What follows belongs to an exercise in optimizing a design on an open flow for small area, a short achievable clock period and few clock cycles per item; a production flow would make more cautious choices.
In this exercise RTL edits were held to simulation tests only and were not proved equivalent to the original.

==> flow/design.v (outline; a module is shown in full before it is edited, if it fits) <==
// module bfly_fa: 10 lines
// module bfly_ha: 9 lines
// module bfly_xor: 7 lines
// module bfly_and: 7 lines
// module bfly_maj: 8 lines
// module bfly_xnor: 7 lines
// module bfly_andn: 7 lines
// module bfly_ao: 8 lines
// module fft_bfly_pipe: 3524 lines
module fft_bfly_pipe #(
  parameter int DATA_W = 16,
  parameter int TW_W   = 16,
  parameter int TAG_W  = 8
) (
  input  logic              clk,
  input  logic              rst,
  input  logic              in_valid,
  output logic              in_ready,
  input  logic [DATA_W-1:0] a_re,
  input  logic [DATA_W-1:0] a_im,
  input  logic [DATA_W-1:0] b_re,
  input  logic [DATA_W-1:0] b_im,
  input  logic [TW_W-1:0]   w_re,
  input  logic [TW_W-1:0]   w_im,
  input  logic              inv,
  input  logic              scale,
  input  logic [TAG_W-1:0]  tag_in,
  output logic              out_valid,
  input  logic              out_ready,
  output logic [DATA_W-1:0] y0_re,
  output logic [DATA_W-1:0] y0_im,
  output logic [DATA_W-1:0] y1_re,
  output logic [DATA_W-1:0] y1_im,
  output logic              ovf,
  output logic [TAG_W-1:0]  tag_out
);
  // ...
==> flow/run.sh <==
#!/bin/bash
# synth_recipe.tcl (not shown) runs the flow's synth.tcl, then flattens the netlist and writes it again
# the make line also repeats each setting of config.mk as NAME=value (left out here)
make -C /OpenROAD-flow-scripts/flow DESIGN_CONFIG=/design/flow/config.mk WORK_HOME=/design/flow/orfs CLKGATE_MAP_FILE= SYNTH_SCRIPT=/design/flow/synth_recipe.tcl finish
==> flow/config.mk <==
export PLATFORM = sky130hd
export DESIGN_NAME = fft_bfly_pipe
export DESIGN_NICKNAME = fft_bfly_pipe
export VERILOG_FILES = /design/flow/design.v
export SDC_FILE = /design/flow/constraint.sdc
export NUM_CORES = 4
export LEC_CHECK = 0
export CAP_MARGIN = 20
export CORE_MARGIN = 2
export CORE_UTILIZATION = 40
export SETUP_SLACK_MARGIN = 4.2
export SLEW_MARGIN = 20
export SYNTH_HIERARCHICAL = 1
export SYNTH_MINIMUM_KEEP_SIZE = 0
export TNS_END_PERCENT = 0
==> flow/constraint.sdc <==
create_clock -name core_clock -period 7.5 [get_ports {clk}]
set_input_delay 1.5000 -clock core_clock [delete_from_list [all_inputs] [get_ports {clk}]]
set_output_delay 1.5000 -clock core_clock [all_outputs]
set_load 0.01 [all_outputs]
==> impl_metrics.toml, run 1 <==
[detailed_routing]
drt_wl_total_um = 126000
dr.pass1.iters = 6
wl_met2_um = 59400

[synth]
yosys-top-cells-area = "edfxtp_1, fa_1, xor2_1, xnor2_1, a22oi_1"
synth-seq-cells = 354
synth_compound_area_frac = 0.141
synthSimpleGateAreaFrac = 0.0613
yosys.area_share.adder = 0.227
yosysTopAreaCellShare = 0.261
ys.flop_type = "edfxtp_1"

[clocking]
clkSinkCount = 354
clk_path_buf_depth = 3
postCtsHoldBufs = 0

[min_path]
hp-class = "flop to flop"
holdPathEnd = "r2_tag[5]"
worstHoldStart = "r1_tag[5]"

[placed_design]
dp_hpwl_um = 80800
placed_area_mm2 = 0.0435

[worst_setup_path]
setup.worst_path.class = "flop to flop"
timing.rr.start = "r1_bi[15]"
worst_path_max_delay_cell = "fa_1"
rr_endpoint = "r2_im1[14]"

[final_layout]
clockBufferCount = 53
final_util = 0.464
ff_latch_area_mm2 = 0.0106
multi_input_area_mm2 = 0.0291
nets = 4296
final_common_cell = "xnor2_1"
n_sequential_cell = 354

[floorplan]
ios = 185
core_area_mm2 = 0.100

[timing]
tns_ps = 0
fmax_ghz = 0.268
post-route-period-util = 0.497
hold_ws_ps = 413

[global_route]
overflow = 0

[run_status]
outcome = "finished clean"
Testbench counts, summed over its fixed seeds: cycles 16,024, items 16,000.
==> inputs of run 2 (changes only) <==
--- a/flow/config.mk
+++ b/flow/config.mk
@@ -10,3 +10,3 @@
 export CORE_UTILIZATION = 40
-export SETUP_SLACK_MARGIN = 4.2
+export SETUP_SLACK_MARGIN = 3.8
 export SLEW_MARGIN = 20
==> run 2 against run 1 <==
Still clean. First-iteration DRC count rose by 4.4%. Sequential cell count did not move. Utilization shrank 0.14 points. Sequential share of layout area increased by 0.068 points. Critical path depth is the same. Highest routed layer unchanged. Largest cell class unchanged. Via count grew 0.33%.
==> impl_metrics.toml, run 2 <==
[run_status]
outcome = "finished clean"

[synth]
synth_cells = 3701
synthTopCellsByCount = "xor2_1, xnor2_1, a22oi_1, edfxtp_1, fa_1"
synth-async-reset-ratio = 0
synth_edf_count = 351
synth.most_common_cell = "xor2_1"
ys_types = 37
yosys-top-cells-area = "edfxtp_1, fa_1, xor2_1, xnor2_1, a22oi_1"
yosysTopAreaCell = "edfxtp_1"
avgSynthCellArea_um2 = 10.9
yosysTopAreaCellShare = 0.261
synthesis.area_mm2 = 0.0404
synth-seq-cells = 354
ys_seq_area_frac = 0.263
ys.flop_type = "edfxtp_1"
yosysWarningCount = 7

[detailed_routing]
wl_per_cell_um = 24.3
num_vias = 29600
drc = 0
ant_nets = 0
drt_iter0_markers = 2796
drt_wl_total_um = 126000
dr.pass1.iters = 6
viasPerCell = 5.72

[final_layout]
design_area_mm2 = 0.0463
final_cell_mix = "xnor2_1, xor2_1, a22oi_1"
nets = 4301
syn2layout_area_growth_pct = 14.6
drive_above_1_share = 0.167
final_cells = 5173
final_common_cell = "xnor2_1"
antenna_cells = 0

[placed_design]
dp.cells = 5020
io_buffer_count = 184
dp_hpwl_um = 80800
placed_area_mm2 = 0.0435
place_congestion = 0.848

[floorplan]
core_area_mm2 = 0.100
start_util = 0.404
fp-row-count = 116
ios = 185
die_w_um = 322
die-area_mm2 = 0.103
fp.dieH_um = 322

[worst_setup_path]
cp.arrival_ps = 4140
cp-start-kind = "flop"
critical_path_required_ps = 7870
cp-end-kind = "flop"
path_max_fanout = 32
setup.worst_path.class = "flop to flop"

[global_route]
overflow = 0
gr-usage-met2 = 0.399
gr-usage-all-layers = 0.241
grt_use_met3 = 0.0403
grt_start_max_net_pins = 153
antenna_found_initial = 0
busiest_layer = "met2"
use_met1 = 0.310
grt_pass1_vias = 30500
grt_pass1_wl_um = 188000

[clocking]
clk_pin_slew_worst_paths_ps = 60
postCtsHoldBufs = 0
clock_latency_ps = 640
clk_path_buf_depth = 3
clkSinkCount = 354
tritoncts = "done"
htreeDepth = 2
cts_buffers = 46
cts-root-buf = "clkbuf_16"

[timing]
post-route-period-util = 0.503
tns_ps = 0
tightest_slew_ps = 1120
maxSlewHeadroom = 0.252
fmax_ghz = 0.265
grt_setup_unrepaired = "yes"
fin_worst_skew_ps = 39.8
min_period_ps = 3770
hold_ws_ps = 414
hold_viol = 0
final_max_slew_viol_count = 0
finalSetupViolations = 0

[min_path]
hp-class = "flop to flop"

[run]
maxCapViolCount = 0
run 2: timing repair:
| item | 4_1_cts | 5_1_grt |
|---|---|---|
| resized for setup | 75 | 49 |
| buffers inserted | 55 | 17 |
| endpoints found under the setup margin | 93 | 58 |
| pin swaps | 15 | 21 |
run 2: cell families (layout without fill, tap and decap cells):
| kind of cell | count (synthesis) | after routing | share of synthesized area |
|---|---|---|---|
| AO/OA/AOI/OAI | 772 | 772 | 0.141 |
| XOR/XNOR | 1174 | 1174 | 0.255 |
| adder cells (fa/ha/maj) | 580 | 580 | 0.227 |
| buffers and inverters | 359 | 513 | 0.0350 |
| flip-flops | 354 | 354 | 0.263 |
| multiplexers | 66 | 66 | 0.0184 |
| other | 2 | 22 | 0.000186 |
| AND/OR/NAND/NOR | 394 | 394 | 0.0613 |
run 2: area by class of cell:
| cell class | count | area [um2] |
|---|---|---|
| fill | 9268 | 53700 |
| multi-input combinational | 3008 | 29000 |
| sequential | 354 | 10600 |
| timing repair buffer | 354 | 3330 |
| tap | 1298 | 1620 |
| clock buffer | 53 | 1240 |
| inverter | 79 | 300 |
| clock inverter | 27 | 206 |
run 2: critical path: stages, from the launching register on:
cell and delay [ps]:
edfxtp_1 320, buf_4 460, a22oi_1 200, xnor2_1 200, maj3_2 340, fa_1 440
fa_1 500, maj3_2 350, maj3_2 340, xor2_1 170, xor2_1 160
run 2: worst paths after layout:
check	start	to	slack, ps	cells past startpoint
worst max-delay path	r1_bi[6]	r2_im1[14]	3730	10
worst min-delay path	r1_tag[5]	r2_tag[5]	410	0
worst max register to register	r1_bi[6]	r2_im1[14]	3730	10
worst min register to register	r1_tag[5]	r2_tag[5]	410	0
run 2: per-layer routing:
layer	part of all wire	up-vias
li1	-	13100
met1	0.41	14700
met2	0.47	1434
met3	0.078	318
met4	0.043	0
met5	0	-
run 2: stage by stage:
step / worst slack (ps) / util
global placement: 3200 / 0.435
global route: 3570 / 0.463
finish: 3730 / 0.463
CTS: 3780 / 0.458
detailed placement: 3170 / 0.435
floorplan: 2030 / -
run 2: per-module statistics from Yosys (local to each module, per instance), excerpt:
module / cells inside / times used
bfly_andn: 1 / 34
bfly_xnor: 1 / 36
bfly_ao: 1 / 240
bfly_ha: 1 / 38
fft_bfly_pipe: 2061 / 1
bfly_maj: 1 / 232
bfly_xor: 1 / 540
bfly_and: 1 / 226

-- port drivers added, routing unchanged --
How much do the figures lean on ideal ports? The routed layouts below were timed once more, with nothing changed but the port constraints.
Step 1 (the two cells are an assumption about what drives the block):
set clk [get_ports {clk}]
set_driving_cell -lib_cell sky130_fd_sc_hd__clkbuf_16 $clk
set_driving_cell -lib_cell sky130_fd_sc_hd__buf_2 [delete_from_list [all_inputs] $clk]
Step 2 moves the port delays by t, midway between the first and last clock arrival at a register: inputs arrive t later, outputs are due t later. That takes back most of the time a late clock gives input paths.
Slacks: ideal / step 1 / step 2; pairs: ideal / step 1.
| run | t (ns) | setup slack, ns | worst data-port slew with drivers (ns) | pins driven straight from the clock port |
|---|---|---|---|---|
| run 1 | 0.686 | 3.771 / 3.771 / 3.648 | 0.07 | 1 |
| run 2 | 0.688 | 3.729 / 3.729 / 3.652 | 0.07 | 1 |
After both steps every run listed still meets setup and hold. For run 1, which loses most, drivers alone change the setup slack by 0.000 ns; drivers and shift together by -0.123 ns.
